This design comes from an exercise in tuning for small area and a short achievable clock period on the open sky130 flow, not from production work. Function was checked by simulation only, so behaviour that the tests miss may differ from the original. Power figures rest on the tool's default switching activity, not on a simulated workload.

== raven ==
Design coreTop, start of the top module:
module coreTop #(
	parameter logic [31:0] resetAddress = '0
) (
	input logic clk,
	input logic reset,
	input corePkg::wordT instr,
	output corePkg::wordT pc,
	output logic regWriteEnable,
	output corePkg::regIndexT writeReg,
	output corePkg::wordT writeData
);
Size in the first run: about 2500 cells after synthesis, roughly 580 flip-flops, roughly 31000 sq um of cells after synthesis.
clock: 12.0 ns
lec_check: 0
cap_margin: 20
core_margin: 2
core_utilization: 55
cts_cluster_diameter: 100
cts_cluster_size: 22
setup_slack_margin: 3
slew_margin: 20
synth_hierarchical: 1
standard.sh (not shown) runs the stock make flow with config.mk's settings and CLKGATE_MAP_FILE= SYNTH_SCRIPT=/design/flow/synth_recipe.tcl, a recipe that flattens the netlist after the stock synthesis.
==> flow/flow/run.sh <==
#!/bin/bash
# The standard layout (the standard.sh, all ORFS steps), with the port buffers that
# buffer_ports inserts made plain buf_4 cells instead of the library's default pick.
set -euo pipefail
export BUFFER_PORTS_ARGS="-buffer_cell sky130_fd_sc_hd__buf_4"
bash standard.sh finish > standard_flow.log 2>&1
For willow, these inputs were changed with respect to raven:
- swapping 55 for 45 in CORE_UTILIZATION
==> flow/run.sh (new file) <==
#!/bin/bash
# synth_recipe.tcl (not shown) runs the flow's synth.tcl, then flattens the netlist and writes it again
# the make line also repeats each setting of config.mk as NAME=value (left out here)
make -C /OpenROAD-flow-scripts/flow DESIGN_CONFIG=/design/flow/config.mk WORK_HOME=/design/flow/orfs CLKGATE_MAP_FILE= SYNTH_SCRIPT=/design/flow/synth_recipe.tcl finish
removed: flow/flow/run.sh
removed: flow/standard.sh
--- outcome ---
Final design instance area without fill: willow higher than raven. willow vs raven, proportion of cell area occupied by multi-input gates went up by 0.23 points. Summary of willow over raven: utilization lost 8.3 points, total power consumption of the routed design picked up an extra 1.3%, maximum clock rate lost about 1.6%. Between raven and willow, the flow reports number of buffers inserted to repair setup after CTS increasing by more than half. The share of total power in the clock network number comes out lower for raven vs willow. Compared to raven, the router laid down more metal wire for willow. The higher multi-input logic cell count of willow and raven is in willow. Higher sequential fraction of design power goes to raven over willow.
Relative to willow, the following input files were edited for indigo:
- SETUP_SLACK_MARGIN: 3 -> 3.25
==> flow/flow/run.sh (new file) <==
#!/bin/bash
# The standard layout (the standard.sh, all ORFS steps), with the port buffers that
# buffer_ports inserts made plain buf_4 cells instead of the library's default pick.
set -euo pipefail
export BUFFER_PORTS_ARGS="-buffer_cell sky130_fd_sc_hd__buf_4"
bash standard.sh finish > standard_flow.log 2>&1
==> flow/standard.sh (new file) <==
#!/bin/bash
# synth_recipe.tcl (not shown) runs the flow's synth.tcl, then flattens the netlist and writes it again
# the make line also repeats each setting of config.mk as NAME=value (left out here)
make -C /OpenROAD-flow-scripts/flow DESIGN_CONFIG=/design/flow/config.mk WORK_HOME=/design/flow/orfs CLKGATE_MAP_FILE= SYNTH_SCRIPT=/design/flow/synth_recipe.tcl "${@:-finish}"
removed: flow/run.sh
## What came out
indigo completed every stage of the flow, and the final layout passed the timing, DRC and antenna checks.
The wire length on met2 in indigo sits about 6% below the value recorded for willow.
In indigo the minimum clock period after layout turned out 0.38 ns lower than in willow.
Total design power shrinks slightly when moving from willow to indigo.
Changes observed in indigo relative to willow: maximum vdd drop now sits lower; growth of design area from synthesis to finish now sits lower; post-route cell area now sits lower; non-clock inverter instance count of the final layout now sits at about the same level; hold slack now sits lower.
Compared with willow, indigo shows share of power burned in the clock network lower by 0.2 points.
Measured against each other, willow and indigo differ in final critical-path share of the clock period, the lower figure coming from indigo.
Density: indigo sparser than willow
What zinc does differently from indigo at the input level:
- SETUP_SLACK_MARGIN now 3, was 3.25
==> flow/flow/run.sh <==
#!/bin/bash
# The standard layout (the standard.sh, all ORFS steps), with the port buffers that
# buffer_ports inserts made plain buf_2 cells instead of the library's default pick.
set -euo pipefail
export BUFFER_PORTS_ARGS="-buffer_cell sky130_fd_sc_hd__buf_2"
bash standard.sh finish > standard_flow.log 2>&1
==> comparison <==
- Of indigo and zinc, the higher layout overhead on the synthesized area belongs to indigo.
- zinc reports a lower number of non-clock buffers in the layout than indigo does.
- ~same number of sinks handled by clock tree synthesis in indigo and zinc
- Count of cells along the worst hold path: indigo vs zinc — no meaningful difference
- Total power of zinc is lower than that of indigo.

Starting RTL as in the previous note.
clock: 12.0 ns
lec_check: 0
cap_margin: 20
core_margin: 2
core_utilization: 45
cts_cluster_diameter: 100
cts_cluster_size: 22
setup_slack_margin: 3
slew_margin: 20
synth_hierarchical: 1
==> flow/flow/run.sh <==
#!/bin/bash
# The standard layout (the standard.sh, all ORFS steps), with the port buffers that
# buffer_ports inserts made plain buf_4 cells instead of the library's default pick.
set -euo pipefail
export BUFFER_PORTS_ARGS="-buffer_cell sky130_fd_sc_hd__buf_4"
bash standard.sh finish > standard_flow.log 2>&1
==> next run, changes <==
Settings changed: SETUP_SLACK_MARGIN 3 to 2.5.
Outcome: The changed run passed the timing, DRC and antenna checks; flip-flop and latch count stays the same; power goes down by 0.79%; count of clock-buffer cells in the layout goes down by 5; routed wire length goes up by 2.6%; hold slack stays flat; synthesized area does not change; die area stays the same; global-route usage goes up by 1.1 points; register-to-register slack got worse by 430 ps; final area goes down by 1.7%.

[re-timing with driven ports]
The results above use ideal ports. As a check the final layouts listed here were re-extracted and re-timed, cells and wires unchanged.
Step 1 (the two cells are an assumption about what drives the block):
set clk [get_ports {clk}]
set_driving_cell -lib_cell sky130_fd_sc_hd__clkbuf_16 $clk
set_driving_cell -lib_cell sky130_fd_sc_hd__buf_2 [delete_from_list [all_inputs] $clk]
Step 2 moves the port delays by t, midway between the first and last clock arrival at a register: inputs arrive t later, outputs are due t later. That takes back most of the time a late clock gives input paths.
Slacks: ideal / step 1 / step 2; pairs: ideal / step 1.
run | t, ns | setup WS [ns] | worst setup path after step 2 | clock arrival spread, ns | worst data-port slew with drivers (ns)
raven | 0.694 | 2.998 / 2.972 / 2.606 | input to register | 0.041 / 0.041 | 0.04
willow | 0.714 | 2.851 / 2.830 / 2.648 | input to register | 0.028 / 0.028 | 0.04
indigo | 0.681 | 3.228 / 3.202 / 3.074 | input to register | 0.047 / 0.047 | 0.04
zinc | 0.704 | 3.008 / 2.970 / 2.940 | input to register | 0.055 / 0.055 | 0.05
the first run of note 2 | 0.680 | 3.034 / 3.004 / 2.800 | input to register | 0.038 / 0.037 | 0.04
the second run of note 2 | 0.707 | 2.546 / 2.514 / 2.316 | input to register | 0.053 / 0.052 | 0.05
After both steps every run listed still meets setup and hold. For raven, which loses most, drivers alone change the setup slack by -0.026 ns; drivers and shift together by -0.392 ns.
